What follows belongs to an exercise in optimizing a design on an open flow for small area and few clock cycles per item; a production flow would make more cautious choices.
Only simulation tests tie the RTL to the original design; equivalence was not proved.
Power is estimated from default activity; no workload was simulated. The clock port is modelled as an ideal driver; clocking choices that lean on that would not hold on a real chip.

==> flow/design.v (excerpt) <==
module accum_table_drain
#(
  parameter int unsigned MAX_OUT_ROWS = accum_pkg::ACC_MAX_OUT_ROWS,
  parameter int unsigned MAX_OUT_COLS = accum_pkg::ACC_MAX_OUT_COLS,
  parameter int unsigned SYS_ARR_COLS = accum_pkg::ACC_SYS_ARR_COLS,
  parameter int unsigned DATA_WIDTH   = accum_pkg::ACC_DATA_WIDTH,
  localparam int unsigned NUM_SUBMATS_N  = MAX_OUT_COLS / SYS_ARR_COLS,
  localparam int unsigned NUM_ACCUM_ROWS = MAX_OUT_ROWS * NUM_SUBMATS_N,
  localparam int unsigned ADDR_WIDTH     = $clog2(NUM_ACCUM_ROWS),
  localparam int unsigned ROWS_W         = $clog2(MAX_OUT_ROWS) + 1,
  localparam int unsigned BLKS_W         = $clog2(NUM_SUBMATS_N) + 1,
  localparam int unsigned ROW_W          = accum_pkg::idx_w(MAX_OUT_ROWS),
  localparam int unsigned BLK_W          = accum_pkg::idx_w(NUM_SUBMATS_N),
  localparam int unsigned ROW_BITS       = DATA_WIDTH * SYS_ARR_COLS
) (
  input  logic                  clk,
  input  logic                  reset,
  input  logic                  start,
  input  logic [ROWS_W-1:0]     num_rows,
  input  logic [BLKS_W-1:0]     num_col_blks,
  output logic                  busy,
  output logic                  done,
  output logic                  rd_en,
  output logic [ADDR_WIDTH-1:0] rd_addr,
  input  logic [ROW_BITS-1:0]   rd_data,
  output logic                  out_valid,
  input  logic                  out_ready,
  output logic [ROW_BITS-1:0]   out_data,
  output logic [ROW_W-1:0]      out_row,
  output logic [BLK_W-1:0]      out_col_blk,
  output logic                  out_last
);
Size: roughly 1,200 cells after synthesis, ~540 flip-flops, about 1,100 I/O pins, roughly 0.017 mm^2 of cells after synthesis.
Settings: LEC_CHECK=0, CAP_MARGIN=20, CORE_AREA=2 2 458 78, DIE_AREA=0 0 460 80, SLEW_MARGIN=20; clock period 5.0 ns.
standard.sh (not shown) runs the stock make flow with config.mk's settings and CLKGATE_MAP_FILE= SYNTH_SCRIPT=/design/flow/synth_recipe.tcl, a recipe that flattens the netlist after the stock synthesis.
==> flow/flow/run.sh <==
#!/bin/bash
# The standard layout, with the smallest buffer on every input and output port and a
# clock tree of fewer, larger sink clusters without dummy loads.
set -euo pipefail
export BUFFER_PORTS_ARGS="-buffer_cell sky130_fd_sc_hd__buf_1"
export CTS_ARGS="-sink_clustering_enable -repair_clock_nets -dont_use_dummy_load -buf_list {sky130_fd_sc_hd__clkbuf_16} -sink_clustering_size 26 -sink_clustering_max_diameter 60"
bash standard.sh > standard_make.log 2>&1
Testbench counts at the start, summed over its fixed seeds: cycles 87,815, beats 76,753.
==> next run, changes <==
==> flow/flow/run.sh (replaced) <==
#!/bin/bash
# The standard layout, with the smallest buffer on every input and output port and a
# clock tree of fewer, larger sink clusters without dummy loads.
set -euo pipefail
export BUFFER_PORTS_ARGS="-buffer_cell sky130_fd_sc_hd__buf_1"
export CTS_ARGS="-sink_clustering_enable -repair_clock_nets -dont_use_dummy_load -buf_list {sky130_fd_sc_hd__clkbuf_16} -sink_clustering_size 28 -sink_clustering_max_diameter 90"
bash standard.sh > standard_make.log 2>&1
After rerunning: Die area stays the same; global-route usage hardly moves; synthesized area is unchanged; final cell count barely changes; sequential share of layout area barely changes; non-clock buffer count does not change; wire length stays flat.

---

== build 74 ==
Starting RTL as in the previous note.
clock: 5.0 ns
lec_check: 0
cap_margin: 20
core_area: 2 2 458 78
die_area: 0 0 460 80
place_density: 0.85
slew_margin: 20
==> flow/flow/run.sh <==
#!/bin/bash
# The standard layout, with the smallest buffer on every input and output port and a
# clock tree of fewer, larger sink clusters without dummy loads.
set -euo pipefail
export BUFFER_PORTS_ARGS="-buffer_cell sky130_fd_sc_hd__buf_1"
export CTS_ARGS="-sink_clustering_enable -repair_clock_nets -dont_use_dummy_load -buf_list {sky130_fd_sc_hd__clkbuf_16} -sink_clustering_size 30 -sink_clustering_max_diameter 60"
bash standard.sh > standard_make.log 2>&1
Testbench counts of build 74, summed over its fixed seeds: cycles 87,815, beats 76,753.
Edits applied to the flow inputs when going from build 74 to build 90:
# build 74
export LEC_CHECK = 0
export CAP_MARGIN = 20
export CORE_AREA = 2 2 458 78
export DIE_AREA = 0 0 460 80
export PLACE_DENSITY = 0.85
export SLEW_MARGIN = 20
create_clock -name core_clock -period 5.0 [get_ports {clk}]
# build 90
export LEC_CHECK = 0
export CAP_MARGIN = 20
export CORE_AREA = 2 2 458 78
export DIE_AREA = 0 0 460 80
export SLEW_MARGIN = 20
create_clock -name core_clock -period 5.0 [get_ports {clk}]
Results
Looking at the reports, build 90 completed the entire flow and the layout it produced met the timing, DRC and antenna checks.
Build 90 and build 74 ended up with roughly the same worst hold slack.
Compared with build 74, build 90 shows met3 usage in global routing lower by 9.4 points.
The run showing the smaller DRC violation total after the first TritonRoute iteration is build 90.
Largest net degree at the start of global routing ends up higher on build 90.
In build 90, the total power draw came out about 2.4% below the value in build 74.
Compared with build 74, the router placed fewer vias in build 90.
On largest vdd supply drop: build 90 sits below build 74.
Global-route usage: lower on build 90
As far as standard-cell row count goes, build 74 and build 90 are indistinguishable; the numbers are identical.
Re wire length: build 90 is about 30% down on build 74.
In terms of share of final layout cell area taken by non-clock buffers, build 90 and build 74 differ only marginally.
[inputs] build 37 vs build 90
==> flow/flow/run.sh <==
#!/bin/bash
# The standard layout, with the smallest buffer on every input and output port and a
# clock tree of fewer, larger sink clusters without dummy loads.
set -euo pipefail
export BUFFER_PORTS_ARGS="-buffer_cell sky130_fd_sc_hd__buf_1"
export CTS_ARGS="-sink_clustering_enable -repair_clock_nets -dont_use_dummy_load -buf_list {sky130_fd_sc_hd__clkbuf_8} -sink_clustering_size 16 -sink_clustering_max_diameter 50"
bash standard.sh > standard_make.log 2>&1
--- outcome ---
From build 90 to build 37 the numbers moved as follows: overall routed net length saw an increase; total of clock buffers placed in the layout saw an increase.
~same share of cell area taken by multi-input logic gates in build 37 and build 90

-- port drivers added, routing unchanged --
No port has a modelled driver above. Below, the same layouts with a new extraction and two added sets of constraints. Step 1 sets driving cells, clkbuf_16 on the clock port and buf_2 on the other inputs (assumed; they add their load-dependent delay and slew). Step 2 times the ports against the registers' clock, not the clock port: input delays grow and output delays shrink by t, the midpoint of the rising clock arrivals with the driver on. Slacks: no drivers / after step 1 / after step 2; pairs: no drivers / after step 1.
run | t (ns) | setup WS [ns] | hold WS [ns] | clock arrival spread, ns
the first run of note 1 | 0.647 | 1.089 / 1.023 / 1.372 | 0.475 / 0.475 / 0.475 | 0.038 / 0.038
the second run of note 1 | 0.617 | 1.071 / 1.005 / 1.378 | 0.469 / 0.469 / 0.469 | 0.076 / 0.077
build 74 | 0.633 | 0.843 / 0.780 / 1.397 | 0.483 / 0.483 / 0.483 | 0.033 / 0.032
build 90 | 0.623 | 1.092 / 1.025 / 1.389 | 0.481 / 0.481 / 0.481 | 0.043 / 0.043
build 37 | 0.670 | 1.059 / 0.995 / 1.373 | 0.475 / 0.475 / 0.475 | 0.062 / 0.061
After both steps setup and hold are still met in every run listed.
